Background: an optimization exercise with open tools, aiming at small area. Do not read the settings as production practice. The RTL was checked by simulation tests, not by an equivalence proof against the original design.

--- flow/standard.sh ---
#!/bin/bash
# synth_recipe.tcl (not shown) runs the flow's synth.tcl, then flattens the netlist and writes it again
# the make line also repeats each setting of config.mk as NAME=value (left out here)
make -C /OpenROAD-flow-scripts/flow DESIGN_CONFIG=/design/flow/config.mk WORK_HOME=/design/flow/orfs CLKGATE_MAP_FILE= SYNTH_SCRIPT=/design/flow/synth_recipe.tcl "${@:-finish}"
--- flow/flow/run.sh ---
#!/bin/bash
# The standard layout (standard.sh), with two changes made through
# ORFS's own variables:
#  - the port buffers are the smallest buffer, sky130_fd_sc_hd__buf_1
#    (every input and output port still gets one);
#  - clock tree synthesis inserts no dummy loads, and uses clkbuf_4/clkbuf_8
#    with clusters of up to 20 sinks within 60 um.
# Each tool's full output stays in ORFS's log folder; standard.sh's own
# output goes to standard.log.
export BUFFER_PORTS_ARGS="-buffer_cell sky130_fd_sc_hd__buf_1"
export CTS_ARGS="-sink_clustering_enable -repair_clock_nets -dont_use_dummy_load -buf_list {sky130_fd_sc_hd__clkbuf_4 sky130_fd_sc_hd__clkbuf_8} -sink_clustering_size 20 -sink_clustering_max_diameter 60"
bash standard.sh > standard.log 2>&1
status=$?
cp standard.sh standard_sh_copy.log 2>/dev/null
exit $status
--- flow/design.v ---
`timescale 1ns/1ps
`default_nettype none
module fir_fa (
    input  logic a,
    input  logic b,
    input  logic c,
    output logic s,
    output logic co
);
    assign s  = a ^ b ^ c;
    assign co = (a & b) | (a & c) | (b & c);
endmodule
`default_nettype wire
`timescale 1ns/1ps
`default_nettype none
module fir_ha (
    input  logic a,
    input  logic b,
    output logic s,
    output logic co
);
    assign s  = a ^ b;
    assign co = a & b;
endmodule
`default_nettype wire
`timescale 1ns/1ps
`default_nettype none
module fir_tap_chain (
    input  logic signed [15:0] x0, x2, x3, x4, x5, x6, x8,
    output logic [15:0] y_lo,      
    output logic        y_c,       
    output logic [12:0] y_hs,      
    output logic [0:0] y_hc       
);
    logic signed [16:0] a, b, c;
    logic [28:0] r0, r1;
    logic a_c1;
    fir_ha u_a_ha0 (.a(x0[0]), .b(x8[0]), .s(a[0]), .co(a_c1));
    logic a_c2;
    fir_fa u_a_fa1 (.a(x0[1]), .b(x8[1]), .c(a_c1), .s(a[1]), .co(a_c2));
    logic a_c3;
    fir_fa u_a_fa2 (.a(x0[2]), .b(x8[2]), .c(a_c2), .s(a[2]), .co(a_c3));
    logic a_c4;
    fir_fa u_a_fa3 (.a(x0[3]), .b(x8[3]), .c(a_c3), .s(a[3]), .co(a_c4));
    logic a_c5;
    fir_ha u_a_ha4 (.a(x0[4]), .b(x8[4]), .s(a[4]), .co(a_c5));
    logic a_c6;
    fir_fa u_a_fa5 (.a(x0[5]), .b(x8[5]), .c(a_c5), .s(a[5]), .co(a_c6));
    logic a_c7;
    fir_fa u_a_fa6 (.a(x0[6]), .b(x8[6]), .c(a_c6), .s(a[6]), .co(a_c7));
    logic a_c8;
    fir_fa u_a_fa7 (.a(x0[7]), .b(x8[7]), .c(a_c7), .s(a[7]), .co(a_c8));
    logic a_c9;
    fir_ha u_a_ha8 (.a(x0[8]), .b(x8[8]), .s(a[8]), .co(a_c9));
    logic a_c10;
    fir_fa u_a_fa9 (.a(x0[9]), .b(x8[9]), .c(a_c9), .s(a[9]), .co(a_c10));
    logic a_c11;
    fir_fa u_a_fa10 (.a(x0[10]), .b(x8[10]), .c(a_c10), .s(a[10]), .co(a_c11));
    logic a_c12;
    fir_fa u_a_fa11 (.a(x0[11]), .b(x8[11]), .c(a_c11), .s(a[11]), .co(a_c12));
    logic a_c13;
    fir_ha u_a_ha12 (.a(x0[12]), .b(x8[12]), .s(a[12]), .co(a_c13));
    logic a_c14;
    fir_fa u_a_fa13 (.a(x0[13]), .b(x8[13]), .c(a_c13), .s(a[13]), .co(a_c14));
    logic a_c15;
    fir_fa u_a_fa14 (.a(x0[14]), .b(x8[14]), .c(a_c14), .s(a[14]), .co(a_c15));
    logic a_c16;
    fir_fa u_a_fa15 (.a(x0[15]), .b(x8[15]), .c(a_c15), .s(a[15]), .co(a_c16));
    assign a[16] = x0[15] ^ x8[15] ^ a_c16;
    logic b_c1;
    fir_ha u_b_ha0 (.a(x2[0]), .b(x6[0]), .s(b[0]), .co(b_c1));
    logic b_c2;
    fir_fa u_b_fa1 (.a(x2[1]), .b(x6[1]), .c(b_c1), .s(b[1]), .co(b_c2));
    logic b_c3;
    fir_fa u_b_fa2 (.a(x2[2]), .b(x6[2]), .c(b_c2), .s(b[2]), .co(b_c3));
    logic b_c4;
    fir_fa u_b_fa3 (.a(x2[3]), .b(x6[3]), .c(b_c3), .s(b[3]), .co(b_c4));
    logic b_c5;
    fir_ha u_b_ha4 (.a(x2[4]), .b(x6[4]), .s(b[4]), .co(b_c5));
    logic b_c6;
    fir_fa u_b_fa5 (.a(x2[5]), .b(x6[5]), .c(b_c5), .s(b[5]), .co(b_c6));
    logic b_c7;
    fir_fa u_b_fa6 (.a(x2[6]), .b(x6[6]), .c(b_c6), .s(b[6]), .co(b_c7));
    logic b_c8;
    fir_fa u_b_fa7 (.a(x2[7]), .b(x6[7]), .c(b_c7), .s(b[7]), .co(b_c8));
    logic b_c9;
    fir_ha u_b_ha8 (.a(x2[8]), .b(x6[8]), .s(b[8]), .co(b_c9));
    logic b_c10;
    fir_fa u_b_fa9 (.a(x2[9]), .b(x6[9]), .c(b_c9), .s(b[9]), .co(b_c10));
    logic b_c11;
    fir_fa u_b_fa10 (.a(x2[10]), .b(x6[10]), .c(b_c10), .s(b[10]), .co(b_c11));
    logic b_c12;
    fir_fa u_b_fa11 (.a(x2[11]), .b(x6[11]), .c(b_c11), .s(b[11]), .co(b_c12));
    logic b_c13;
    fir_ha u_b_ha12 (.a(x2[12]), .b(x6[12]), .s(b[12]), .co(b_c13));
    logic b_c14;
    fir_fa u_b_fa13 (.a(x2[13]), .b(x6[13]), .c(b_c13), .s(b[13]), .co(b_c14));
    logic b_c15;
    fir_fa u_b_fa14 (.a(x2[14]), .b(x6[14]), .c(b_c14), .s(b[14]), .co(b_c15));
    logic b_c16;
    fir_fa u_b_fa15 (.a(x2[15]), .b(x6[15]), .c(b_c15), .s(b[15]), .co(b_c16));
    assign b[16] = x2[15] ^ x6[15] ^ b_c16;
    logic c_c1;
    fir_ha u_c_ha0 (.a(x3[0]), .b(x5[0]), .s(c[0]), .co(c_c1));
    logic c_c2;
    fir_fa u_c_fa1 (.a(x3[1]), .b(x5[1]), .c(c_c1), .s(c[1]), .co(c_c2));
    logic c_c3;
    fir_fa u_c_fa2 (.a(x3[2]), .b(x5[2]), .c(c_c2), .s(c[2]), .co(c_c3));
    logic c_c4;
    fir_fa u_c_fa3 (.a(x3[3]), .b(x5[3]), .c(c_c3), .s(c[3]), .co(c_c4));
    logic c_c5;
    fir_ha u_c_ha4 (.a(x3[4]), .b(x5[4]), .s(c[4]), .co(c_c5));
    logic c_c6;
    fir_fa u_c_fa5 (.a(x3[5]), .b(x5[5]), .c(c_c5), .s(c[5]), .co(c_c6));
    logic c_c7;
    fir_fa u_c_fa6 (.a(x3[6]), .b(x5[6]), .c(c_c6), .s(c[6]), .co(c_c7));
    logic c_c8;
    fir_fa u_c_fa7 (.a(x3[7]), .b(x5[7]), .c(c_c7), .s(c[7]), .co(c_c8));
    logic c_c9;
    fir_ha u_c_ha8 (.a(x3[8]), .b(x5[8]), .s(c[8]), .co(c_c9));
    logic c_c10;
    fir_fa u_c_fa9 (.a(x3[9]), .b(x5[9]), .c(c_c9), .s(c[9]), .co(c_c10));
    logic c_c11;
    fir_fa u_c_fa10 (.a(x3[10]), .b(x5[10]), .c(c_c10), .s(c[10]), .co(c_c11));
    logic c_c12;
    fir_fa u_c_fa11 (.a(x3[11]), .b(x5[11]), .c(c_c11), .s(c[11]), .co(c_c12));
    logic c_c13;
    fir_ha u_c_ha12 (.a(x3[12]), .b(x5[12]), .s(c[12]), .co(c_c13));
    logic c_c14;
    fir_fa u_c_fa13 (.a(x3[13]), .b(x5[13]), .c(c_c13), .s(c[13]), .co(c_c14));
    logic c_c15;
    fir_fa u_c_fa14 (.a(x3[14]), .b(x5[14]), .c(c_c14), .s(c[14]), .co(c_c15));
    logic c_c16;
    fir_fa u_c_fa15 (.a(x3[15]), .b(x5[15]), .c(c_c15), .s(c[15]), .co(c_c16));
    assign c[16] = x3[15] ^ x5[15] ^ c_c16;
    logic hs0, hc0;
    fir_ha u_ha0 (.a(x4[2]), .b(b[4]), .s(hs0), .co(hc0));
    logic fs0, fc0;
    fir_fa u_fa0 (.a(x4[0]), .b(x4[3]), .c(1'b1), .s(fs0), .co(fc0));
    logic fs1, fc1;
    fir_fa u_fa1 (.a(a[4]), .b(a[8]), .c(c[8]), .s(fs1), .co(fc1));
    logic hs1, hc1;
    fir_ha u_ha1 (.a((~b[0])), .b(b[5]), .s(hs1), .co(hc1));
    logic fs2, fc2;
    fir_fa u_fa2 (.a(x4[0]), .b(x4[1]), .c(x4[4]), .s(fs2), .co(fc2));
    logic fs3, fc3;
    fir_fa u_fa3 (.a(1'b1), .b(b[4]), .c(b[8]), .s(fs3), .co(fc3));
    logic fs4, fc4;
    fir_fa u_fa4 (.a(c[0]), .b(a[5]), .c(a[9]), .s(fs4), .co(fc4));
    logic fs5, fc5;
    fir_fa u_fa5 (.a(c[9]), .b(b[6]), .c(b[10]), .s(fs5), .co(fc5));
    logic fs6, fc6;
    fir_fa u_fa6 (.a(x4[1]), .b(x4[2]), .c(x4[5]), .s(fs6), .co(fc6));
    logic fs7, fc7;
    fir_fa u_fa7 (.a(a[8]), .b(c[4]), .c((~c[8])), .s(fs7), .co(fc7));
    logic fs8, fc8;
    fir_fa u_fa8 (.a(b[5]), .b(b[9]), .c(c[1]), .s(fs8), .co(fc8));
    logic fs9, fc9;
    fir_fa u_fa9 (.a(a[6]), .b(a[10]), .c(c[10]), .s(fs9), .co(fc9));
    logic hs2, hc2;
    fir_ha u_ha2 (.a((~b[2])), .b(a_c8), .s(hs2), .co(hc2));
    logic fs10, fc10;
    fir_fa u_fa10 (.a(x4[2]), .b(x4[3]), .c(x4[6]), .s(fs10), .co(fc10));
    logic fs11, fc11;
    fir_fa u_fa11 (.a(1'b1), .b(b[8]), .c(b[12]), .s(fs11), .co(fc11));
    logic fs12, fc12;
    fir_fa u_fa12 (.a(a[9]), .b(c[5]), .c((~c[9])), .s(fs12), .co(fc12));
    logic fs13, fc13;
    fir_fa u_fa13 (.a(b[6]), .b(b[10]), .c(c[2]), .s(fs13), .co(fc13));
    logic fs14, fc14;
    fir_fa u_fa14 (.a(b_c8), .b(b_c12), .c(a[7]), .s(fs14), .co(fc14));
    logic fs15, fc15;
    fir_fa u_fa15 (.a(x4[3]), .b(x4[4]), .c(x4[7]), .s(fs15), .co(fc15));
    logic fs16, fc16;
    fir_fa u_fa16 (.a(a[8]), .b(a[12]), .c(c[12]), .s(fs16), .co(fc16));
    logic fs17, fc17;
    fir_fa u_fa17 (.a((~b[4])), .b(b[9]), .c(b[13]), .s(fs17), .co(fc17));
    logic fs18, fc18;
    fir_fa u_fa18 (.a(a[10]), .b(c[6]), .c((~c[10])), .s(fs18), .co(fc18));
    logic fs19, fc19;
    fir_fa u_fa19 (.a(a_c8), .b(a_c12), .c(c_c12), .s(fs19), .co(fc19));
    logic hs3, hc3;
    fir_ha u_ha3 (.a((~b_c4)), .b(b[7]), .s(hs3), .co(hc3));
    logic fs20, fc20;
    fir_fa u_fa20 (.a(x4[4]), .b(x4[5]), .c(x4[8]), .s(fs20), .co(fc20));
    logic fs21, fc21;
    fir_fa u_fa21 (.a(c[4]), .b(a[9]), .c(a[13]), .s(fs21), .co(fc21));
    logic fs22, fc22;
    fir_fa u_fa22 (.a(c[13]), .b(b[10]), .c(b[14]), .s(fs22), .co(fc22));
    logic fs23, fc23;
    fir_fa u_fa23 (.a(b_c8), .b(b_c12), .c(c_c4), .s(fs23), .co(fc23));
    logic fs24, fc24;
    fir_fa u_fa24 (.a((~b[5])), .b(a[11]), .c(c[7]), .s(fs24), .co(fc24));
    logic fs25, fc25;
    fir_fa u_fa25 (.a(x4[5]), .b(x4[6]), .c(x4[9]), .s(fs25), .co(fc25));
    logic fs26, fc26;
    fir_fa u_fa26 (.a(a[12]), .b(c[8]), .c((~c[12])), .s(fs26), .co(fc26));
    logic fs27, fc27;
    fir_fa u_fa27 (.a(b[9]), .b(b[13]), .c(c[5]), .s(fs27), .co(fc27));
    logic fs28, fc28;
    fir_fa u_fa28 (.a(a[10]), .b(a[14]), .c(c[14]), .s(fs28), .co(fc28));
    logic fs29, fc29;
    fir_fa u_fa29 (.a((~b[6])), .b(a_c12), .c(c_c8), .s(fs29), .co(fc29));
    logic hs4, hc4;
    fir_ha u_ha4 (.a((~c_c12)), .b(b[11]), .s(hs4), .co(hc4));
    logic fs30, fc30;
    fir_fa u_fa30 (.a(x4[6]), .b(x4[7]), .c(x4[10]), .s(fs30), .co(fc30));
    logic fs31, fc31;
    fir_fa u_fa31 (.a(b[12]), .b(a[13]), .c(c[9]), .s(fs31), .co(fc31));
    logic fs32, fc32;
    fir_fa u_fa32 (.a(b[10]), .b(b[14]), .c(c[6]), .s(fs32), .co(fc32));
    logic fs33, fc33;
    fir_fa u_fa33 (.a(b_c12), .b(a[11]), .c(a[15]), .s(fs33), .co(fc33));
    logic hs5, hc5;
    fir_ha u_ha5 (.a((~c[13])), .b((~b[7])), .s(hs5), .co(hc5));
    logic fs34, fc34;
    fir_fa u_fa34 (.a(x4[7]), .b(x4[8]), .c(x4[11]), .s(fs34), .co(fc34));
    logic fs35, fc35;
    fir_fa u_fa35 (.a(a[12]), .b((~b[8])), .c(b[13]), .s(fs35), .co(fc35));
    logic fs36, fc36;
    fir_fa u_fa36 (.a(a[14]), .b(c[10]), .c((~c[14])), .s(fs36), .co(fc36));
    logic fs37, fc37;
    fir_fa u_fa37 (.a(a_c12), .b(b[11]), .c(b[15]), .s(fs37), .co(fc37));
    logic fs38, fc38;
    fir_fa u_fa38 (.a(x4[8]), .b(x4[9]), .c(x4[12]), .s(fs38), .co(fc38));
    logic fs39, fc39;
    fir_fa u_fa39 (.a(1'b1), .b(b[12]), .c(c[8]), .s(fs39), .co(fc39));
    logic fs40, fc40;
    fir_fa u_fa40 (.a(a[13]), .b((~b[9])), .c(b[14]), .s(fs40), .co(fc40));
    logic fs41, fc41;
    fir_fa u_fa41 (.a(x4[9]), .b(x4[10]), .c(x4[13]), .s(fs41), .co(fc41));
    logic hs6, hc6;
    fir_ha u_ha6 (.a(a[0]), .b(a[4]), .s(hs6), .co(hc6));
    logic fs42, fc42;
    fir_fa u_fa42 (.a(x4[0]), .b(b[0]), .c(b[4]), .s(fs42), .co(fc42));
    logic hs7, hc7;
    fir_ha u_ha7 (.a(a[1]), .b(a[5]), .s(hs7), .co(hc7));
    logic fs43, fc43;
    fir_fa u_fa43 (.a((~x4[1])), .b(a[4]), .c(c[0]), .s(fs43), .co(fc43));
    logic fs44, fc44;
    fir_fa u_fa44 (.a((~c[4])), .b(b[1]), .c(b[5]), .s(fs44), .co(fc44));
    logic fs45, fc45;
    fir_fa u_fa45 (.a(a[2]), .b(a[6]), .c(c[6]), .s(fs45), .co(fc45));
    logic fs46, fc46;
    fir_fa u_fa46 (.a(x4[1]), .b(b[8]), .c(hs0), .s(fs46), .co(fc46));
    logic fs47, fc47;
    fir_fa u_fa47 (.a(a[5]), .b(c[1]), .c((~c[5])), .s(fs47), .co(fc47));
    logic fs48, fc48;
    fir_fa u_fa48 (.a(b[2]), .b(b[6]), .c(b_c4), .s(fs48), .co(fc48));
    logic hs8, hc8;
    fir_ha u_ha8 (.a(b_c8), .b(a[3]), .s(hs8), .co(hc8));
    logic fs49, fc49;
    fir_fa u_fa49 (.a(fs0), .b(hc0), .c(b[9]), .s(fs49), .co(fc49));
    logic fs50, fc50;
    fir_fa u_fa50 (.a(fs1), .b(hs1), .c(a[6]), .s(fs50), .co(fc50));
    logic fs51, fc51;
    fir_fa u_fa51 (.a(c[2]), .b(a_c4), .c(a_c8), .s(fs51), .co(fc51));
    logic fs52, fc52;
    fir_fa u_fa52 (.a(c_c8), .b(b[3]), .c(b[7]), .s(fs52), .co(fc52));
    logic fs53, fc53;
    fir_fa u_fa53 (.a(fc0), .b(fs2), .c(fc1), .s(fs53), .co(fc53));
    logic fs54, fc54;
    fir_fa u_fa54 (.a((~b[1])), .b(fs3), .c(hc1), .s(fs54), .co(fc54));
    logic fs55, fc55;
    fir_fa u_fa55 (.a(fs4), .b(b_c4), .c(b_c8), .s(fs55), .co(fc55));
    logic fs56, fc56;
    fir_fa u_fa56 (.a(a[7]), .b(c[3]), .c((~c[7])), .s(fs56), .co(fc56));
    logic fs57, fc57;
    fir_fa u_fa57 (.a(fc2), .b(fs6), .c(fc3), .s(fs57), .co(fc57));
    logic fs58, fc58;
    fir_fa u_fa58 (.a(fs7), .b(fc4), .c(fs8), .s(fs58), .co(fc58));
    logic fs59, fc59;
    fir_fa u_fa59 (.a(c_c4), .b(b[7]), .c(b[11]), .s(fs59), .co(fc59));
    logic fs60, fc60;
    fir_fa u_fa60 (.a(fc5), .b(fs9), .c(hs2), .s(fs60), .co(fc60));
    logic fs61, fc61;
    fir_fa u_fa61 (.a(fc6), .b(fs10), .c(fc7), .s(fs61), .co(fc61));
    logic fs62, fc62;
    fir_fa u_fa62 (.a(fs11), .b(fc8), .c(fs12), .s(fs62), .co(fc62));
    logic fs63, fc63;
    fir_fa u_fa63 (.a(a[11]), .b(c[11]), .c(fc9), .s(fs63), .co(fc63));
    logic fs64, fc64;
    fir_fa u_fa64 (.a((~b[3])), .b(hc2), .c(fs13), .s(fs64), .co(fc64));
    logic fs65, fc65;
    fir_fa u_fa65 (.a(fc10), .b(fs15), .c(fc11), .s(fs65), .co(fc65));
    logic fs66, fc66;
    fir_fa u_fa66 (.a(fs16), .b(fc12), .c(fs17), .s(fs66), .co(fc66));
    logic fs67, fc67;
    fir_fa u_fa67 (.a(b[11]), .b(c[3]), .c(fc13), .s(fs67), .co(fc67));
    logic fs68, fc68;
    fir_fa u_fa68 (.a(fs18), .b(hs3), .c(fs19), .s(fs68), .co(fc68));
    logic fs69, fc69;
    fir_fa u_fa69 (.a(fc15), .b(fs20), .c(fc16), .s(fs69), .co(fc69));
    logic fs70, fc70;
    fir_fa u_fa70 (.a(fs11), .b(fc17), .c(fs21), .s(fs70), .co(fc70));
    logic fs71, fc71;
    fir_fa u_fa71 (.a((~c[11])), .b(fc18), .c(fs22), .s(fs71), .co(fc71));
    logic fs72, fc72;
    fir_fa u_fa72 (.a(hc3), .b(fc19), .c(fs23), .s(fs72), .co(fc72));
    logic fs73, fc73;
    fir_fa u_fa73 (.a(fc20), .b(fs25), .c(fc11), .s(fs73), .co(fc73));
    logic fs74, fc74;
    fir_fa u_fa74 (.a(fs26), .b(fc21), .c(fs27), .s(fs74), .co(fc74));
    logic fs75, fc75;
    fir_fa u_fa75 (.a(b[15]), .b(fc22), .c(fs28), .s(fs75), .co(fc75));
    logic fs76, fc76;
    fir_fa u_fa76 (.a(fc23), .b(hs4), .c(fs29), .s(fs76), .co(fc76));
    logic fs77, fc77;
    fir_fa u_fa77 (.a(fc25), .b(fs30), .c(fc26), .s(fs77), .co(fc77));
    logic fs78, fc78;
    fir_fa u_fa78 (.a(fc27), .b(fs31), .c(c[15]), .s(fs78), .co(fc78));
    logic fs79, fc79;
    fir_fa u_fa79 (.a(fc28), .b(fs32), .c(hc4), .s(fs79), .co(fc79));
    logic fs80, fc80;
    fir_fa u_fa80 (.a(fc29), .b((~b[16])), .c(hs5), .s(fs80), .co(fc80));
    logic fs81, fc81;
    fir_fa u_fa81 (.a(fc30), .b(fs34), .c(fc31), .s(fs81), .co(fc81));
    logic fs82, fc82;
    fir_fa u_fa82 (.a(fs35), .b(c[7]), .c(fc32), .s(fs82), .co(fc82));
    logic fs83, fc83;
    fir_fa u_fa83 (.a(b_c8), .b(a[16]), .c(c[16]), .s(fs83), .co(fc83));
    logic fs84, fc84;
    fir_fa u_fa84 (.a(fs36), .b(hc5), .c(fc33), .s(fs84), .co(fc84));
    logic fs85, fc85;
    fir_fa u_fa85 (.a(fc34), .b(fs38), .c(fs39), .s(fs85), .co(fc85));
    logic fs86, fc86;
    fir_fa u_fa86 (.a(fc35), .b(b_c12), .c(c_c8), .s(fs86), .co(fc86));
    logic fs87, fc87;
    fir_fa u_fa87 (.a(a[15]), .b(c[11]), .c((~c[15])), .s(fs87), .co(fc87));
    logic fs88, fc88;
    fir_fa u_fa88 (.a(fc36), .b(fs40), .c(fc37), .s(fs88), .co(fc88));
    logic fs89, fc89;
    fir_fa u_fa89 (.a(c[12]), .b(fc38), .c(fs41), .s(fs89), .co(fc89));
    logic fs90, fc90;
    fir_fa u_fa90 (.a(fc39), .b(b[13]), .c(c[9]), .s(fs90), .co(fc90));
    logic fs91, fc91;
    fir_fa u_fa91 (.a(a[14]), .b((~b[10])), .c(c_c12), .s(fs91), .co(fc91));
    logic fs92, fc92;
    fir_fa u_fa92 (.a(b[15]), .b(fc40), .c(c[16]), .s(fs92), .co(fc92));
    logic fs93, fc93;
    fir_fa u_fa93 (.a(x4[10]), .b(x4[11]), .c(x4[14]), .s(fs93), .co(fc93));
    logic fs94, fc94;
    fir_fa u_fa94 (.a(1'b1), .b(fc41), .c(c[13]), .s(fs94), .co(fc94));
    logic fs95, fc95;
    fir_fa u_fa95 (.a(b[14]), .b(c[10]), .c(a[15]), .s(fs95), .co(fc95));
    logic fs96, fc96;
    fir_fa u_fa96 (.a(x4[11]), .b(x4[12]), .c(1'b1), .s(fs96), .co(fc96));
    logic fs97, fc97;
    fir_fa u_fa97 (.a(x4[15]), .b(b[12]), .c((~c[14])), .s(fs97), .co(fc97));
    logic fs98, fc98;
    fir_fa u_fa98 (.a(b[0]), .b(b[4]), .c(a[1]), .s(fs98), .co(fc98));
    logic fs99, fc99;
    fir_fa u_fa99 (.a(c[4]), .b(hs6), .c(b[1]), .s(fs99), .co(fc99));
    logic fs100, fc100;
    fir_fa u_fa100 (.a(b[5]), .b(a[2]), .c((~c[2])), .s(fs100), .co(fc100));
    logic fs101, fc101;
    fir_fa u_fa101 (.a(hc6), .b(c[5]), .c(fs42), .s(fs101), .co(fc101));
    logic fs102, fc102;
    fir_fa u_fa102 (.a(hs7), .b(b[2]), .c(b[6]), .s(fs102), .co(fc102));
    logic hs9, hc9;
    fir_ha u_ha9 (.a(b_c4), .b(a[3]), .s(hs9), .co(hc9));
    logic fs103, fc103;
    fir_fa u_fa103 (.a(fc42), .b(fs43), .c(hc7), .s(fs103), .co(fc103));
    logic fs104, fc104;
    fir_fa u_fa104 (.a(fs44), .b(a_c4), .c((~c_c4)), .s(fs104), .co(fc104));
    logic fs105, fc105;
    fir_fa u_fa105 (.a(b[3]), .b(b[7]), .c(fs45), .s(fs105), .co(fc105));
    logic fs106, fc106;
    fir_fa u_fa106 (.a(fc43), .b(fc44), .c(fs46), .s(fs106), .co(fc106));
    logic fs107, fc107;
    fir_fa u_fa107 (.a(fs47), .b(a[7]), .c(c[7]), .s(fs107), .co(fc107));
    logic fs108, fc108;
    fir_fa u_fa108 (.a(fc45), .b(hs8), .c(fs48), .s(fs108), .co(fc108));
    logic fs109, fc109;
    fir_fa u_fa109 (.a(fc46), .b(fc47), .c(fs49), .s(fs109), .co(fc109));
    logic fs110, fc110;
    fir_fa u_fa110 (.a(fs50), .b(hc8), .c(fc48), .s(fs110), .co(fc110));
    logic fs111, fc111;
    fir_fa u_fa111 (.a((~c[6])), .b(fs51), .c(fs52), .s(fs111), .co(fc111));
    logic fs112, fc112;
    fir_fa u_fa112 (.a(fc49), .b(fs53), .c(fs54), .s(fs112), .co(fc112));
    logic fs113, fc113;
    fir_fa u_fa113 (.a(fc50), .b(fs5), .c(fc51), .s(fs113), .co(fc113));
    logic fs114, fc114;
    fir_fa u_fa114 (.a(fs55), .b(fc52), .c(fs56), .s(fs114), .co(fc114));
    logic fs115, fc115;
    fir_fa u_fa115 (.a(fc53), .b(fs57), .c(fc54), .s(fs115), .co(fc115));
    logic fs116, fc116;
    fir_fa u_fa116 (.a((~c_c8)), .b(fc55), .c(fs58), .s(fs116), .co(fc116));
    logic fs117, fc117;
    fir_fa u_fa117 (.a(fc56), .b(fs59), .c(fs60), .s(fs117), .co(fc117));
    logic fs118, fc118;
    fir_fa u_fa118 (.a(fc57), .b(fs61), .c(fc58), .s(fs118), .co(fc118));
    logic fs119, fc119;
    fir_fa u_fa119 (.a(fs62), .b(fc59), .c(fs14), .s(fs119), .co(fc119));
    logic fs120, fc120;
    fir_fa u_fa120 (.a(fs63), .b(fc60), .c(fs64), .s(fs120), .co(fc120));
    logic fs121, fc121;
    fir_fa u_fa121 (.a(fc61), .b(fs65), .c(fc62), .s(fs121), .co(fc121));
    logic fs122, fc122;
    fir_fa u_fa122 (.a(fs66), .b(fc14), .c(fc63), .s(fs122), .co(fc122));
    logic fs123, fc123;
    fir_fa u_fa123 (.a(fs67), .b(fc64), .c(fs68), .s(fs123), .co(fc123));
    logic fs124, fc124;
    fir_fa u_fa124 (.a(fc65), .b(fs69), .c(fc66), .s(fs124), .co(fc124));
    logic fs125, fc125;
    fir_fa u_fa125 (.a(fs70), .b(fc67), .c(fs24), .s(fs125), .co(fc125));
    logic fs126, fc126;
    fir_fa u_fa126 (.a(fs71), .b(fc68), .c(fs72), .s(fs126), .co(fc126));
    logic fs127, fc127;
    fir_fa u_fa127 (.a(fc69), .b(fs73), .c(fc70), .s(fs127), .co(fc127));
    logic fs128, fc128;
    fir_fa u_fa128 (.a(fs74), .b(fc24), .c(fc71), .s(fs128), .co(fc128));
    logic fs129, fc129;
    fir_fa u_fa129 (.a(fs75), .b(fc72), .c(fs76), .s(fs129), .co(fc129));
    logic fs130, fc130;
    fir_fa u_fa130 (.a(fc73), .b(fs77), .c(fc74), .s(fs130), .co(fc130));
    logic fs131, fc131;
    fir_fa u_fa131 (.a(fs33), .b(fs78), .c(fc75), .s(fs131), .co(fc131));
    logic fs132, fc132;
    fir_fa u_fa132 (.a(fs79), .b(fc76), .c(fs80), .s(fs132), .co(fc132));
    logic fs133, fc133;
    fir_fa u_fa133 (.a(fc77), .b(fs81), .c(fc78), .s(fs133), .co(fc133));
    logic fs134, fc134;
    fir_fa u_fa134 (.a(fs37), .b(fs82), .c(fc79), .s(fs134), .co(fc134));
    logic fs135, fc135;
    fir_fa u_fa135 (.a(fc80), .b((~fs83)), .c(fs84), .s(fs135), .co(fc135));
    logic fs136, fc136;
    fir_fa u_fa136 (.a(fs85), .b(fc81), .c(fs86), .s(fs136), .co(fc136));
    logic fs137, fc137;
    fir_fa u_fa137 (.a((~b[16])), .b(fc82), .c(fs87), .s(fs137), .co(fc137));
    logic fs138, fc138;
    fir_fa u_fa138 (.a((~fc83)), .b(fc84), .c(fs88), .s(fs138), .co(fc138));
    logic fs139, fc139;
    fir_fa u_fa139 (.a(fs89), .b(fc85), .c(fs90), .s(fs139), .co(fc139));
    logic fs140, fc140;
    fir_fa u_fa140 (.a(fc86), .b((~a[16])), .c(fs91), .s(fs140), .co(fc140));
    logic fs141, fc141;
    fir_fa u_fa141 (.a(fc87), .b(fc88), .c(fs92), .s(fs141), .co(fc141));
    logic fs142, fc142;
    fir_fa u_fa142 (.a(fs93), .b(fc89), .c(fc90), .s(fs142), .co(fc142));
    logic fs143, fc143;
    fir_fa u_fa143 (.a(fs94), .b((~b[11])), .c(fc91), .s(fs143), .co(fc143));
    logic fs144, fc144;
    fir_fa u_fa144 (.a((~b[16])), .b(fs95), .c(fc92), .s(fs144), .co(fc144));
    logic fs145, fc145;
    fir_fa u_fa145 (.a(fc93), .b(fs96), .c(fc94), .s(fs145), .co(fc145));
    logic fs146, fc146;
    fir_fa u_fa146 (.a((~b_c12)), .b(b[15]), .c(c[11]), .s(fs146), .co(fc146));
    logic fs147, fc147;
    fir_fa u_fa147 (.a(fs97), .b(a[16]), .c((~fc95)), .s(fs147), .co(fc147));
    logic fs148, fc148;
    fir_fa u_fa148 (.a(x4[12]), .b(x4[13]), .c(c[12]), .s(fs148), .co(fc148));
    logic fs149, fc149;
    fir_fa u_fa149 (.a(fc96), .b((~b[13])), .c(c_c12), .s(fs149), .co(fc149));
    logic fs150, fc150;
    fir_fa u_fa150 (.a((~c[15])), .b(fc97), .c(b[16]), .s(fs150), .co(fc150));
    logic fs151, fc151;
    fir_fa u_fa151 (.a(x4[13]), .b(x4[14]), .c(1'b1), .s(fs151), .co(fc151));
    logic hs10, hc10;
    fir_ha u_ha10 (.a(c[13]), .b((~b[14])), .s(hs10), .co(hc10));
    logic hs11, hc11;
    fir_ha u_ha11 (.a(x4[14]), .b((~x4[15])), .s(hs11), .co(hc11));
    logic fs152, fc152;
    fir_fa u_fa152 (.a(a[0]), .b((~c[0])), .c(b[1]), .s(fs152), .co(fc152));
    logic hs12, hc12;
    fir_ha u_ha12 (.a(a[2]), .b(c[2]), .s(hs12), .co(hc12));
    logic fs153, fc153;
    fir_fa u_fa153 (.a((~c[1])), .b(b[2]), .c(fs98), .s(fs153), .co(fc153));
    logic fs154, fc154;
    fir_fa u_fa154 (.a(b_c4), .b(a[3]), .c(c[3]), .s(fs154), .co(fc154));
    logic fs155, fc155;
    fir_fa u_fa155 (.a(fc98), .b(fs99), .c(a_c4), .s(fs155), .co(fc155));
    logic fs156, fc156;
    fir_fa u_fa156 (.a(c_c4), .b(b[3]), .c(fs100), .s(fs156), .co(fc156));
    logic fs157, fc157;
    fir_fa u_fa157 (.a(fc99), .b(fs101), .c((~c[3])), .s(fs157), .co(fc157));
    logic fs158, fc158;
    fir_fa u_fa158 (.a(fc100), .b(fs102), .c(hs9), .s(fs158), .co(fc158));
    logic fs159, fc159;
    fir_fa u_fa159 (.a(fc101), .b(fs103), .c(fc102), .s(fs159), .co(fc159));
    logic fs160, fc160;
    fir_fa u_fa160 (.a(hc9), .b(fs104), .c(fs105), .s(fs160), .co(fc160));
    logic fs161, fc161;
    fir_fa u_fa161 (.a(fc103), .b(fs106), .c(fc104), .s(fs161), .co(fc161));
    logic fs162, fc162;
    fir_fa u_fa162 (.a(fs107), .b(fc105), .c(fs108), .s(fs162), .co(fc162));
    logic fs163, fc163;
    fir_fa u_fa163 (.a(fc106), .b(fs109), .c(fc107), .s(fs163), .co(fc163));
    logic fs164, fc164;
    fir_fa u_fa164 (.a(fs110), .b(fc108), .c(fs111), .s(fs164), .co(fc164));
    logic fs165, fc165;
    fir_fa u_fa165 (.a(fc109), .b(fs112), .c(fc110), .s(fs165), .co(fc165));
    logic fs166, fc166;
    fir_fa u_fa166 (.a(fs113), .b(fc111), .c(fs114), .s(fs166), .co(fc166));
    logic fs167, fc167;
    fir_fa u_fa167 (.a(fs115), .b(fc112), .c(fc113), .s(fs167), .co(fc167));
    logic fs168, fc168;
    fir_fa u_fa168 (.a(fs116), .b(fc114), .c(fs117), .s(fs168), .co(fc168));
    logic fs169, fc169;
    fir_fa u_fa169 (.a(fc115), .b(fs118), .c(fc116), .s(fs169), .co(fc169));
    logic fs170, fc170;
    fir_fa u_fa170 (.a(fs119), .b(fc117), .c(fs120), .s(fs170), .co(fc170));
    logic fs171, fc171;
    fir_fa u_fa171 (.a(fc118), .b(fs121), .c(fs122), .s(fs171), .co(fc171));
    logic fs172, fc172;
    fir_fa u_fa172 (.a(fc119), .b(fc120), .c(fs123), .s(fs172), .co(fc172));
    logic fs173, fc173;
    fir_fa u_fa173 (.a(fc121), .b(fs124), .c(fc122), .s(fs173), .co(fc173));
    logic fs174, fc174;
    fir_fa u_fa174 (.a(fs125), .b(fc123), .c(fs126), .s(fs174), .co(fc174));
    logic fs175, fc175;
    fir_fa u_fa175 (.a(fc124), .b(fs127), .c(fc125), .s(fs175), .co(fc175));
    logic fs176, fc176;
    fir_fa u_fa176 (.a(fs128), .b(fc126), .c(fs129), .s(fs176), .co(fc176));
    logic fs177, fc177;
    fir_fa u_fa177 (.a(fc127), .b(fs130), .c(fc128), .s(fs177), .co(fc177));
    logic fs178, fc178;
    fir_fa u_fa178 (.a(fs131), .b(fc129), .c(fs132), .s(fs178), .co(fc178));
    logic fs179, fc179;
    fir_fa u_fa179 (.a(fc130), .b(fs133), .c(fc131), .s(fs179), .co(fc179));
    logic fs180, fc180;
    fir_fa u_fa180 (.a(fs134), .b(fc132), .c(fs135), .s(fs180), .co(fc180));
    logic fs181, fc181;
    fir_fa u_fa181 (.a(fc133), .b(fs136), .c(fc134), .s(fs181), .co(fc181));
    logic fs182, fc182;
    fir_fa u_fa182 (.a(fs137), .b(fc135), .c(fs138), .s(fs182), .co(fc182));
    logic fs183, fc183;
    fir_fa u_fa183 (.a(fs139), .b(fc136), .c(fs140), .s(fs183), .co(fc183));
    logic fs184, fc184;
    fir_fa u_fa184 (.a(fc137), .b(fc138), .c(fs141), .s(fs184), .co(fc184));
    logic fs185, fc185;
    fir_fa u_fa185 (.a(fs142), .b(fc139), .c(fs143), .s(fs185), .co(fc185));
    logic fs186, fc186;
    fir_fa u_fa186 (.a(fc140), .b(fs144), .c(fc141), .s(fs186), .co(fc186));
    logic fs187, fc187;
    fir_fa u_fa187 (.a(fc142), .b(fs145), .c(fs146), .s(fs187), .co(fc187));
    logic fs188, fc188;
    fir_fa u_fa188 (.a(fc143), .b((~fs147)), .c(fc144), .s(fs188), .co(fc188));
    logic fs189, fc189;
    fir_fa u_fa189 (.a(fs148), .b(fc145), .c(fs149), .s(fs189), .co(fc189));
    logic fs190, fc190;
    fir_fa u_fa190 (.a((~fc146)), .b(fc147), .c(fs150), .s(fs190), .co(fc190));
    logic fs191, fc191;
    fir_fa u_fa191 (.a(fs151), .b(fc148), .c(hs10), .s(fs191), .co(fc191));
    logic fs192, fc192;
    fir_fa u_fa192 (.a((~fc149)), .b(c[16]), .c(fc150), .s(fs192), .co(fc192));
    logic fs193, fc193;
    fir_fa u_fa193 (.a(1'b1), .b(fc151), .c(hs11), .s(fs193), .co(fc193));
    logic fs194, fc194;
    fir_fa u_fa194 (.a(c[14]), .b(hc10), .c((~b[15])), .s(fs194), .co(fc194));
    logic fs195, fc195;
    fir_fa u_fa195 (.a((~x4[15])), .b(hc11), .c(c[15]), .s(fs195), .co(fc195));
    logic fs196, fc196;
    fir_fa u_fa196 (.a((~b[0])), .b(a[1]), .c(c[1]), .s(fs196), .co(fc196));
    logic fs197, fc197;
    fir_fa u_fa197 (.a(b[0]), .b(fs152), .c(hs12), .s(fs197), .co(fc197));
    logic fs198, fc198;
    fir_fa u_fa198 (.a(fc152), .b(hc12), .c(fs153), .s(fs198), .co(fc198));
    logic fs199, fc199;
    fir_fa u_fa199 (.a(fc153), .b(fs155), .c(fc154), .s(fs199), .co(fc199));
    logic fs200, fc200;
    fir_fa u_fa200 (.a(fc155), .b(fs157), .c(fc156), .s(fs200), .co(fc200));
    logic fs201, fc201;
    fir_fa u_fa201 (.a(fc157), .b(fs159), .c(fc158), .s(fs201), .co(fc201));
    logic fs202, fc202;
    fir_fa u_fa202 (.a(fc159), .b(fs161), .c(fc160), .s(fs202), .co(fc202));
    logic fs203, fc203;
    fir_fa u_fa203 (.a(fc161), .b(fs163), .c(fc162), .s(fs203), .co(fc203));
    logic fs204, fc204;
    fir_fa u_fa204 (.a(fc163), .b(fs165), .c(fc164), .s(fs204), .co(fc204));
    logic fs205, fc205;
    fir_fa u_fa205 (.a(fc165), .b(fs167), .c(fc166), .s(fs205), .co(fc205));
    logic fs206, fc206;
    fir_fa u_fa206 (.a(fc167), .b(fs169), .c(fc168), .s(fs206), .co(fc206));
    logic fs207, fc207;
    fir_fa u_fa207 (.a(fc169), .b(fs171), .c(fc170), .s(fs207), .co(fc207));
    logic fs208, fc208;
    fir_fa u_fa208 (.a(fs173), .b(fc171), .c(fc172), .s(fs208), .co(fc208));
    logic fs209, fc209;
    fir_fa u_fa209 (.a(fc173), .b(fs175), .c(fc174), .s(fs209), .co(fc209));
    logic fs210, fc210;
    fir_fa u_fa210 (.a(fc175), .b(fs177), .c(fc176), .s(fs210), .co(fc210));
    logic fs211, fc211;
    fir_fa u_fa211 (.a(fc177), .b(fs179), .c(fc178), .s(fs211), .co(fc211));
    logic fs212, fc212;
    fir_fa u_fa212 (.a(fc179), .b(fs181), .c(fc180), .s(fs212), .co(fc212));
    logic fs213, fc213;
    fir_fa u_fa213 (.a(fc181), .b(fs183), .c(fc182), .s(fs213), .co(fc213));
    logic fs214, fc214;
    fir_fa u_fa214 (.a(fs185), .b(fc183), .c(fs186), .s(fs214), .co(fc214));
    logic fs215, fc215;
    fir_fa u_fa215 (.a(fs187), .b(fc185), .c(fs188), .s(fs215), .co(fc215));
    logic fs216, fc216;
    fir_fa u_fa216 (.a(fs189), .b(fc187), .c((~fs190)), .s(fs216), .co(fc216));
    logic fs217, fc217;
    fir_fa u_fa217 (.a(fs191), .b(fc189), .c((~fs192)), .s(fs217), .co(fc217));
    logic fs218, fc218;
    fir_fa u_fa218 (.a(fs193), .b(fc191), .c(fs194), .s(fs218), .co(fc218));
    logic fs219, fc219;
    fir_fa u_fa219 (.a(fc193), .b(b[16]), .c(fc194), .s(fs219), .co(fc219));
    logic hs13, hc13;
    fir_ha u_ha13 (.a(c[0]), .b((~a[0])), .s(hs13), .co(hc13));
    logic fs220, fc220;
    fir_fa u_fa220 (.a(a[0]), .b(b[2]), .c(fs196), .s(fs220), .co(fc220));
    logic fs221, fc221;
    fir_fa u_fa221 (.a(fc196), .b(b[3]), .c(fs197), .s(fs221), .co(fc221));
    logic fs222, fc222;
    fir_fa u_fa222 (.a(fc197), .b(fs154), .c(fs198), .s(fs222), .co(fc222));
    logic fs223, fc223;
    fir_fa u_fa223 (.a(fc198), .b(fs156), .c(fs199), .s(fs223), .co(fc223));
    logic fs224, fc224;
    fir_fa u_fa224 (.a(fc199), .b(fs158), .c(fs200), .s(fs224), .co(fc224));
    logic fs225, fc225;
    fir_fa u_fa225 (.a(fc200), .b(fs160), .c(fs201), .s(fs225), .co(fc225));
    logic fs226, fc226;
    fir_fa u_fa226 (.a(fc201), .b(fs162), .c(fs202), .s(fs226), .co(fc226));
    logic fs227, fc227;
    fir_fa u_fa227 (.a(fc202), .b(fs164), .c(fs203), .s(fs227), .co(fc227));
    logic fs228, fc228;
    fir_fa u_fa228 (.a(fs166), .b(fc203), .c(fs204), .s(fs228), .co(fc228));
    logic fs229, fc229;
    fir_fa u_fa229 (.a(fs168), .b(fc204), .c(fs205), .s(fs229), .co(fc229));
    logic fs230, fc230;
    fir_fa u_fa230 (.a(fs170), .b(fc205), .c(fs206), .s(fs230), .co(fc230));
    logic fs231, fc231;
    fir_fa u_fa231 (.a(fs172), .b(fc206), .c(fs207), .s(fs231), .co(fc231));
    logic fs232, fc232;
    fir_fa u_fa232 (.a(fs174), .b(fc207), .c(fs208), .s(fs232), .co(fc232));
    logic fs233, fc233;
    fir_fa u_fa233 (.a(fs176), .b(fc208), .c(fs209), .s(fs233), .co(fc233));
    logic fs234, fc234;
    fir_fa u_fa234 (.a(fs178), .b(fc209), .c(fs210), .s(fs234), .co(fc234));
    logic fs235, fc235;
    fir_fa u_fa235 (.a(fs180), .b(fc210), .c(fs211), .s(fs235), .co(fc235));
    logic fs236, fc236;
    fir_fa u_fa236 (.a(fs182), .b(fc211), .c(fs212), .s(fs236), .co(fc236));
    logic fs237, fc237;
    fir_fa u_fa237 (.a(fs184), .b(fc212), .c(fs213), .s(fs237), .co(fc237));
    logic fs238, fc238;
    fir_fa u_fa238 (.a(fc184), .b(fc213), .c(fs214), .s(fs238), .co(fc238));
    logic fs239, fc239;
    fir_fa u_fa239 (.a(fc186), .b(fs215), .c(fc214), .s(fs239), .co(fc239));
    logic fs240, fc240;
    fir_fa u_fa240 (.a(fc188), .b(fs216), .c(fc215), .s(fs240), .co(fc240));
    logic fs241, fc241;
    fir_fa u_fa241 (.a((~fc190)), .b(fs217), .c(fc216), .s(fs241), .co(fc241));
    logic fs242, fc242;
    fir_fa u_fa242 (.a(fs218), .b((~fc192)), .c(fc217), .s(fs242), .co(fc242));
    logic fs243, fc243;
    fir_fa u_fa243 (.a(fs195), .b(fs219), .c(fc218), .s(fs243), .co(fc243));
    logic fs244, fc244;
    fir_fa u_fa244 (.a(fc195), .b(c[16]), .c(fc219), .s(fs244), .co(fc244));
    assign r0 = {1'b1, ~c[16], fs244, fs243, fs242, fs241, fs240, fs239, fs238, fs237, fs236, fs235, fs234, fs233, fs232, fs231, fs230, fs229, fs228, fs227, fs226, fs225, fs224, fs223, fs222, fs221, fs220, b[1], b[0]};
    assign r1 = {1'b0, fc244, fc243, fc242, fc241, fc240, fc239, fc238, fc237, fc236, fc235, fc234, fc233, fc232, fc231, fc230, fc229, fc228, fc227, fc226, fc225, fc224, fc223, fc222, fc221, fc220, hc13, hs13, 1'b0};
    assign {y_c, y_lo} = 17'(r0[15:0]) + 17'(r1[15:0]);
    assign {y_hc[0], y_hs[5:0]} = 7'(r0[21:16]) + 7'(r1[21:16]);
    assign y_hs[12:6] = r0[28:22] + r1[28:22];
endmodule
`default_nettype wire
`timescale 1ns/1ps
`default_nettype none
module fir_fold_line #(
    parameter int              LINE_LEN = 16,
    parameter logic [15:0]     INV_MASK = 16'hE3FF
) (
    input  logic                       clk,
    input  logic                       step,
    input  logic                       warm8,
    input  logic signed [15:0]         head,
    output logic [LINE_LEN*16-1:0]     line
);
    logic [15:0] line_q [LINE_LEN];
    always_ff @(posedge clk) begin
        if (step) begin
            line_q[0] <= INV_MASK[0] ? ~head : head;
            for (int i = 1; i < LINE_LEN; i++) begin
                if (i == 8 && !warm8)
                    line_q[i] <= INV_MASK[i] ? 16'hFFFF : 16'h0000;
                else if (INV_MASK[i] != INV_MASK[i-1])
                    line_q[i] <= ~line_q[i-1];
                else
                    line_q[i] <= line_q[i-1];
            end
        end
    end
    for (genvar i = 0; i < LINE_LEN; i++) begin : g_out
        assign line[i*16 +: 16] = line_q[i];
    end
endmodule
`default_nettype wire
`timescale 1ns/1ps
`default_nettype none
module fir_flush_ctrl (
    input  logic clk,
    input  logic rst,
    input  logic in_valid,
    input  logic in_last,
    output logic step,
    output logic flushing,
    output logic warm8,        
    output logic out_valid,
    output logic out_last
);
    logic [3:0] flush_cnt;     
    logic [3:0] warm_cnt;      
    logic       flush_end_q;   
    assign step  = in_valid | flushing;
    assign warm8 = warm_cnt[3];
    always_ff @(posedge clk) begin
        if (rst) begin
            flushing  <= 1'b0;
            flush_cnt <= '0;
        end else if (flushing) begin
            flush_cnt <= flush_cnt + 1'b1;
            if (&flush_cnt) flushing <= 1'b0;
        end else if (in_valid && in_last) begin
            flushing <= 1'b1;
        end
    end
    always_ff @(posedge clk) begin
        if (rst) begin
            warm_cnt <= '0;
        end else if (step && !(warm_cnt[3] && warm_cnt[0])) begin
            warm_cnt <= warm_cnt + 1'b1;
        end
    end
    assign out_valid = step & warm_cnt[3] & warm_cnt[0];
    always_ff @(posedge clk) begin
        if (rst) begin
            flush_end_q <= 1'b0;
            out_last    <= 1'b0;
        end else begin
            flush_end_q <= flushing & (&flush_cnt);
            out_last    <= flush_end_q;
        end
    end
endmodule
`default_nettype wire
`timescale 1ns/1ps
`default_nettype none
module fir_sym_filter (
    input  logic               clk,
    input  logic               rst,
    input  logic               in_valid,
    input  logic               in_last,
    input  logic signed [15:0] in_sample,
    output logic               out_valid,
    output logic               out_last,
    output logic signed [31:0] out_sample
);
    logic               step;
    logic               flushing;
    logic               warm8;
    logic signed [15:0] head;
    logic [255:0]       line;
    logic [15:0]        y_lo, y_lo_q;       
    logic               y_c, y_c_q;         
    logic [12:0]        y_hs, y_hs_q;       
    logic [0:0]         y_hc, y_hc_q;       
    logic [28:0]        y_sum;
    fir_flush_ctrl u_ctrl (
        .clk       (clk),
        .rst       (rst),
        .in_valid  (in_valid),
        .in_last   (in_last),
        .step      (step),
        .flushing  (flushing),
        .warm8     (warm8),
        .out_valid (out_valid),
        .out_last  (out_last)
    );
    assign head = (in_valid && !flushing) ? in_sample : '0;
    fir_fold_line #(.LINE_LEN(16)) u_line (
        .clk   (clk),
        .step  (step),
        .warm8 (warm8),
        .head  (head),
        .line  (line)
    );
    fir_tap_chain u_sum (
        .x0 (line[7*16  +: 16]),
        .x2 (line[9*16  +: 16]),
        .x3 (line[10*16 +: 16]),
        .x4 (line[11*16 +: 16]),
        .x5 (line[12*16 +: 16]),
        .x6 (line[13*16 +: 16]),
        .x8 (line[15*16 +: 16]),
        .y_lo (y_lo),
        .y_c  (y_c),
        .y_hs (y_hs),
        .y_hc (y_hc)
    );
    always_ff @(posedge clk) begin
        if (step) begin
            y_lo_q <= y_lo;
            y_c_q  <= y_c;
            y_hs_q <= y_hs;
            y_hc_q <= y_hc;
        end
    end
    assign y_sum      = {y_hs_q + 13'(y_c_q) + {6'd0, y_hc_q, 6'd0}, y_lo_q};
    assign out_sample = {{3{y_sum[28]}}, y_sum};
endmodule
`default_nettype wire
--- flow/constraint.sdc ---
create_clock -name core_clock -period 6.5 [get_ports {clk}]
set_input_delay 1.3000 -clock core_clock [delete_from_list [all_inputs] [get_ports {clk}]]
set_output_delay 1.3000 -clock core_clock [all_outputs]
set_load 0.01 [all_outputs]
--- flow/config.mk ---
export PLATFORM = sky130hd
export DESIGN_NAME = fir_sym_filter
export DESIGN_NICKNAME = fir_sym_filter
export VERILOG_FILES = /design/flow/design.v
export SDC_FILE = /design/flow/constraint.sdc
export NUM_CORES = 4
export LEC_CHECK = 0
export CAP_MARGIN = 20
export CORE_MARGIN = 2
export CORE_UTILIZATION = 60
export CTS_BUF_LIST = sky130_fd_sc_hd__clkbuf_4 sky130_fd_sc_hd__clkbuf_8
export CTS_CLUSTER_DIAMETER = 60
export CTS_CLUSTER_SIZE = 20
export GPL_TIMING_DRIVEN = 0
export PLACE_DENSITY = 0.75
export SLEW_MARGIN = 20
export SYNTH_HIERARCHICAL = 1
export SYNTH_MINIMUM_KEEP_SIZE = 0
==> results of run 1 <==
-- per-stage QoR --
stage               area (sq um)   util  hold WS [ps]  setup slack [ps]
finish                     18300  0.656           391               229
CTS                        18200  0.652           372              9.62
global route               18300  0.656           375              3.80
detailed placement         17800  0.640           405             -18.4
floorplan                  17100      -           400               513
global placement           17700  0.636           401              35.7
-- final cells by class --
type	instances	area (sq um)
Tap cell	378	473
Multi-Input combinational cell	549	7780
Fill cell	1913	9570
Timing Repair Buffer	68	372
Clock buffer	24	330
Buffer	10	73.8
Inverter	110	413
Sequential cell	298	8840
-- sequential cells by signal, summed over array words and instances (netlist names) --
register,flops
u_ctrl.flush_cnt,4
u_line.line_q,256
u_ctrl.out_last,1
u_ctrl.flush_end_q,1
y_hs_q,13
y_c_q,1
y_hc_q,1
u_ctrl.flushing,1
u_ctrl.warm_cnt,4
y_lo_q,16
-- critical path: stages (launching register included) --
cell and delay (ps):
edfxtp_1 450, ha_1 240, fa_1 390, fa_2 380
fa_2 440, fa_1 580, fa_1 430, fa_1 470
fa_1 390, fa_1 520, fa_1 420, ha_1 220
fa_2 350, a21oi_1 140, nor2_1 70, nor2_2 160
nor2b_1 70, o21ai_1 140, nand2b_1 70
-- per-module statistics from Yosys (local to each module, per instance), a selection --
module	times used	area [sq um]	flip-flops and latches	cells
fir_sym_filter	1	1370	31	97
fir_tap_chain	1	1280	0	189
fir_flush_ctrl	1	459	11	46
fir_fa	281	20.0	0	1
fir_ha	26	12.5	0	1
-- how the worst max path moves through the flow --
stage / slack (ps) / to / cells after the start
6_report: 230 / y_hc_q / 18
2_1_floorplan: 510 / y_hc_q / 18
4_1_cts: 10 / y_hc_q / 18
5_1_grt: 4 / y_hc_q / 18
3_3_place_gp: 40 / y_hc_q / 18
3_5_place_dp: -20 / y_hc_q / 18
-- synth_stat cells, types with 2 or more instances --
| cell | count | area (sq um) |
|---|---|---|
| edfxtp_1 | 287 | 8620 |
| fa_1 | 284 | 5690 |
| inv_1 | 110 | 413 |
| ha_1 | 58 | 726 |
| xnor2_1 | 24 | 210 |
| a21oi_1 | 22 | 110 |
| nor2_1 | 18 | 67.6 |
| nand2_1 | 17 | 63.8 |
| and2_1 | 16 | 100 |
| nand2b_1 | 15 | 93.8 |
| dfxtp_1 | 11 | 220 |
| xor2_1 | 11 | 96.3 |
| nand3_1 | 7 | 35.0 |
| o21ai_0 | 7 | 35.0 |
| a21o_1 | 5 | 37.5 |
| nor2b_1 | 5 | 31.3 |
| nor3_1 | 5 | 25.0 |
| o21bai_1 | 5 | 37.5 |
| or2b_1 | 5 | 37.5 |
| buf_4 | 4 | 30.0 |
| o211ai_1 | 4 | 30.0 |
| o21a_1 | 4 | 30.0 |
| nand4_1 | 3 | 18.8 |
| a211oi_1 | 2 | 15.0 |
| and4_1 | 2 | 17.5 |
| buf_2 | 2 | 10.0 |
| buf_6 | 2 | 22.5 |
| clkbuf_1 | 2 | 7.51 |
| mux2i_1 | 2 | 20.0 |
| o22ai_1 | 2 | 12.5 |
-- logic make-up (layout without fill, tap and decap cells) --
kind of cell               Yosys count  count (layout)  synth area share
and+or+nand+nor                     99              99            0.0314
DFF                                298             298             0.519
muxes                                2               2           0.00118
buffers and inverters              120             212            0.0284
xor gates and xnor gates            35              35            0.0180
AOI/OAI and AO/OA                   63              63            0.0255
adders and majority gates          342             342             0.376
other                                1               8          0.000220
-- per-layer routing --
metal | vias up | share of wire | routed length, um | GRT usage
met3 | 29 | 0.035 | 945 | 0.0233
met5 | - | 0 | 0 | 0
met2 | 143 | 0.50 | 13600 | 0.337
met1 | 4110 | 0.44 | 12000 | 0.281
li1 | 3425 | - | - | -
met4 | 0 | 0.019 | 509 | 0.0409
-- repair_timing --
action / 4_1_cts / 5_1_grt
buffers inserted: 0 / 12
gates resized for setup: 4 / 13
pin swaps: 0 / 5
setup endpoints to repair: 1 / 5
cloned: 0 / 0
hold buffers: 0 / 0
==> summary.txt, run 1 <==
Place
  • Count of input and output buffers: 53
  • GP Congestion: 0.851
  • Detail Placement HPWL: 21200 um
  • Cell total after placement: 1401

Worst hold path
  • Hold depth: 0
  • Hold Path Class: register to register
  • Hold path endpoint: u_line.line_q[1][3]
  • Hold path startpoint: u_line.line_q[0][3]

Timing
  • Final hold vios: 0
  • Worst clock skew: 93.0 ps
  • # setup viols final: 0
  • Unrepaired setup endpoints after global routing: no
  • Max-slew violation count: 0
  • Min cycle time layout: 6270 ps
  • Total negative slack: 0 ps
  • FMAX: 0.159 GHz
  • Slew @ Worst Pin: 589 ps
  • Final period util: 0.965
  • Slew margin rel.: 0.605

Route
  • Routed wire per std cell: 18.8 um
  • Post-detailed-route via-to-cell ratio: 5.36
  • Via Count: 7707
  • DRT iter0 DRCs: 444
  • Detail Route Antenna Nets: 0
  • Drc violations: 0
  • DR pass1 iterations: 4
  • Final WL: 27100 um

Synth
  • Ys async rst share: 0
  • Post-synthesis cell type count: 49
  • Gate Count Post-Synth: 960
  • Seq/Total Area, Yosys: 0.519
  • Post-synth EDFFs: 287
  • Mapped Area: 17000 sq um
  • Yosys warns: 10
  • Mapped Avg Cell Area: 17.7 sq um
  • Post-synth top flop: edfxtp_1
  • Synthesis-stage register bit count: 298

Layout
  • Nets@finish: 1423
  • Diode count: 0
  • Cell Count, Final, Fillers Out: 1437
  • Most common cell after layout, fill and taps aside: edfxtp_1
  • Share of layout cells above drive strength 1: 0.0670
  • Area Growth Syn to Fin: 7.35%
  • Most frequent cells in the layout: edfxtp_1, fa_1, inv_1

Worst setup path
  • Critical path class: register to register
  • CP startpoint: u_line.line_q[7][8]
  • R2R Path Start: u_line.line_q[7][8]
  • FF-to-FF path depth: 18
  • Startpoint types: register
  • Reg-to-Reg End: y_hc_q
  • Crit path capture type: register
  • Crit path DAT: 6530 ps
  • Worst endpoint required time: 6760 ps
  • R2r setup slk: 230 ps
  • Worst-path maximum fanout: 3

Global route
  • Total gr overflow: 0
  • Initial antenna violation count: 0
  • Vias in the first global route: 8394
  • Largest net degree at the start of global routing: 93
  • Gr usage total: 0.197
  • First-pass GRT wire length: 43700 um

Clocking
  • Max clock buf depth: 3
  • CTS buffer count: 24
  • Worst-path clk slew: 100 ps
  • Worst skew pair latency: 590 ps
  • Clock Sinks: 298
  • H-tree Lvls: 1
  • Root buffer cell: clkbuf_8
  • CTS tree: done

Die
  • Die area: 29800 sq um
  • Starting Density: 0.611
  • Die H: 172 um
  • Core area: 27900 sq um
  • Chip width: 172 um
  • Io pins: 54
  • Rows: 61

Flow run
  • Maxcap violations: 0

Outcome
  • Status: complete, no violations
==> run 2, diff against run 1 <==
--- a/flow/config.mk
+++ b/flow/config.mk
@@ -11,7 +11,6 @@
 export CTS_BUF_LIST = sky130_fd_sc_hd__clkbuf_4 sky130_fd_sc_hd__clkbuf_8
 export CTS_CLUSTER_DIAMETER = 60
 export CTS_CLUSTER_SIZE = 20
-export GPL_TIMING_DRIVEN = 0
 export PLACE_DENSITY = 0.75
 export SLEW_MARGIN = 20
 export SYNTH_HIERARCHICAL = 1
==> summary.txt, run 2 <==
Outcome
  • Status: complete, no violations

Layout
  • Share of layout cells above drive strength 1: 0.0533 (-0.0137)
  • Post-Layout Inst Area: 18100 sq um (-0.85%)
  • Diode count: 0 (unchanged)
  • Largest register by flop count: u_line.line_q
  • Area Growth Syn to Fin: 6.44%
  • Most frequent cells in the layout: edfxtp_1, fa_1, inv_1
  • Largest register FFs: 256 (unchanged)
  • Biggest registers after layout: u_line.line_q x256, y_lo_q x16, y_hs_q x13
  • Cell Count, Final, Fillers Out: 1428 (-0.63%)
  • Nets@finish: 1414 (-0.63%)
  • Most common cell after layout, fill and taps aside: edfxtp_1

Synth
  • Top cells by area, synth: edfxtp_1, fa_1, ha_1
  • Largest family of logic cells by synthesized area: adder cells
  • Most frequent cell after synthesis: edfxtp_1
  • Multiplexer share of the synthesized area: 0.00118 (unchanged)
  • Post-synth top area share: 0.506 (unchanged)
  • Gate Count Post-Synth: 960 (unchanged)
  • Mapped Area: 17000 sq um (unchanged)
  • Post-synth top flop: edfxtp_1
  • Synth Area in Compound Gates: 0.0255 (unchanged)
  • Area share of and/or/nand/nor cells after synthesis: 0.0314 (unchanged)
  • Synthesis-stage register bit count: 298 (unchanged)
  • Post-synthesis cell type count: 49 (unchanged)
  • Mapped Avg Cell Area: 17.7 sq um (unchanged)
  • Area leader, netlist: edfxtp_1
  • Seq/Total Area, Yosys: 0.519 (unchanged)
  • Synth cell count leaders: edfxtp_1, fa_1, inv_1
  • Post-synth EDFFs: 287 (unchanged)
  • Yosys warns: 10 (unchanged)
  • Adder-Cell Fraction of Synth Area: 0.376 (unchanged)
  • Ys async rst share: 0 (unchanged)
  • Synth Area in XOR/XNOR: 0.0180 (unchanged)

Die
  • Chip width: 172 um (unchanged)
  • Io pins: 54 (unchanged)
  • Rows: 61 (unchanged)
  • Core area: 27900 sq um (unchanged)
  • Starting Density: 0.611 (unchanged)
  • Die H: 172 um (unchanged)
  • Die area: 29800 sq um (unchanged)

Worst setup path
  • Worst endpoint required time: 6760 ps (about the same)
  • Crit path capture type: register
  • Worst-path maximum fanout: 4 (+1)
  • Slowest-stage cell, CP: fa_2
  • Critical path class: register to register
  • Worst path most repeated cell: fa_1
  • Top delay family on crit path: adder cells
  • Crit path DAT: 6490 ps (-40 ps)
  • Max incr delay on CP: 680 ps (+100 ps)
  • Buf+Inv Stages, Crit Path: 1 (+1)
  • Startpoint types: register
  • Crit-path cells: ha_1 > fa_1 > fa_1 > fa_2 > inv_1 > ha_1 > fa_1 > fa_1 > fa_1 > fa_1 > fa_1 > fa_1 > a21oi_1 > nor2_1 > nor2_1 > nor2b_1 > o21ai_0 > nand2b_1

Place
  • Place WS: 276 ps (+295 ps)
  • Detail Placement HPWL: 22000 um (+3.6%)
  • Count of input and output buffers: 53 (unchanged)
  • Cell total after placement: 1404 (+0.21%)
  • Placed Area: 17800 sq um (-0.19%)
  • GP Congestion: 0.877 (+3.1%)

Global route
  • Gr usage total: 0.204 (+0.00689)
  • Largest net degree at the start of global routing: 88 (-5.4%)
  • First-pass GRT wire length: 44700 um (+2.3%)
  • Initial antenna violation count: 0 (unchanged)
  • Total gr overflow: 0 (unchanged)
  • Vias in the first global route: 8355 (-0.46%)

Timing
  • # setup viols final: 0 (unchanged)
  • Slew @ Worst Pin: 1020 ps (+433 ps)
  • Slew margin rel.: 0.319 (-0.286)
  • Worst clock skew: 116 ps (+23.5 ps)
  • Final period util: 0.958 (-0.00667)
  • Final WS setup: 272 ps (+43.3 ps)
  • Max-slew violation count: 0 (unchanged)
  • Final hold vios: 0 (unchanged)
  • FMAX: 0.161 GHz (+0.70%)
  • Min cycle time layout: 6230 ps (-43.3 ps)

Route
  • Final WL: 28000 um (+3.4%)
  • Drc violations: 0 (unchanged)
  • Post-detailed-route via-to-cell ratio: 5.35 (-0.18%)
  • DRT iter0 DRCs: 485 (+9.2%)
  • Routed wire per std cell: 19.6 um (+4.0%)
  • DR pass1 iterations: 4 (unchanged)
  • Detail Route Antenna Nets: 0 (unchanged)
  • Via Count: 7645 (-0.80%)

Clocking
  • Root buffer cell: clkbuf_8
  • H-tree Lvls: 1 (unchanged)
  • CTS tree: done
  • Clock Sinks: 298 (unchanged)
  • Worst-path clk slew: 110 ps (about the same)
  • CTS buffer count: 23 (-4.2%)
  • Max clock buf depth: 3 (unchanged)
  • Worst skew pair latency: 590 ps (about the same)

Flow run
  • Maxcap violations: 0 (unchanged)

Worst hold path
  • Hold Path Class: register to register
==> run 2: cell counts after synthesis <==
No cell type changed its count.
==> run 2: cell type report <==
cell class | count | area, sq um
inverter | 110 | 413
tap | 378 | 473
timing repair buffer | 70 | 327
multi-input combinational | 549 | 7760
fill | 1930 | 9730
clock buffer | 23 | 317
sequential | 298 | 8840
==> run 2: final timing paths <==
kind | slack, ps | startpoint | to | depth (start not counted)
min reg2reg | 390 | u_line.line_q[14][10] | u_line.line_q[15][10] | 0
max | 270 | u_line.line_q[9][4] | y_hc_q | 18
max reg2reg | 270 | u_line.line_q[9][4] | y_hc_q | 18
min | 390 | u_line.line_q[14][10] | u_line.line_q[15][10] | 0
==> run 2: kinds of logic after synthesis <==
family,after synthesis
mux,2
compound gates,63
simple gates,99
xor+xnor,35
buf+inv,120
other cells,1
flops,298
fa+ha+maj,342
==> run 2: repair_timing <==
| item | CTS | global route |
|---|---|---|
| hold buffers | 0 | 0 |
| setup buffers | 0 | 1 |
| gates resized for setup | 0 | 7 |
| endpoints found under the setup margin | 0 | 5 |
==> run 2: through the flow <==
stage / setup TNS [ps] / hold slack (ps) / utilization
final: 0 / 386 / 0.651
after floorplan: 0 / 400 / -
after detailed placement: 0 / 405 / 0.638
after global placement: 0 / 400 / 0.638
after CTS: 0 / 381 / 0.650
after global routing: -7.81 / 371 / 0.651
==> run 2: per-module statistics from Yosys (local to each module, per instance), a selection <==
module | flip-flops and latches | cells inside | copies in the design | area [sq um]
fir_tap_chain | 0 | 189 | 1 | 1280
fir_fa | 0 | 1 | 281 | 20.0
fir_ha | 0 | 1 | 26 | 12.5
fir_sym_filter | 31 | 97 | 1 | 1370
fir_flush_ctrl | 11 | 46 | 1 | 459
==> run 2: metal layers <==
layer  GRT usage  vias to the layer above  share of wire  wire, um
met2       0.343                      151           0.50     14000
met1       0.295                     4052           0.44     12400
li1            -                     3407              -         -
met4      0.0424                        0          0.017       484
met3      0.0252                       35          0.037      1030
met5           0                        -              0         0

[what the ideal ports hide]
Ports are ideal in the flow. The routed layouts listed here were re-timed in OpenROAD. Step 1, drivers: a clkbuf_16 drives clk and a buf_2 each remaining input, both assumed. Step 2, shift: input delay + t, output delay - t, t = (earliest + latest rising clock arrival at the registers) / 2. This alone moves slack from input paths to output paths. Slacks: ideal / step 1 / step 2; pairs: ideal / step 1.
| run | shift t [ns] | slack for setup (ns) | pins driven straight from the clock port |
|---|---|---|---|
| run 1 | 0.587 | 0.229 / 0.229 / 0.229 | 1 |
| run 2 | 0.575 | 0.272 / 0.272 / 0.272 | 1 |
After both steps setup and hold are still met in every run listed.
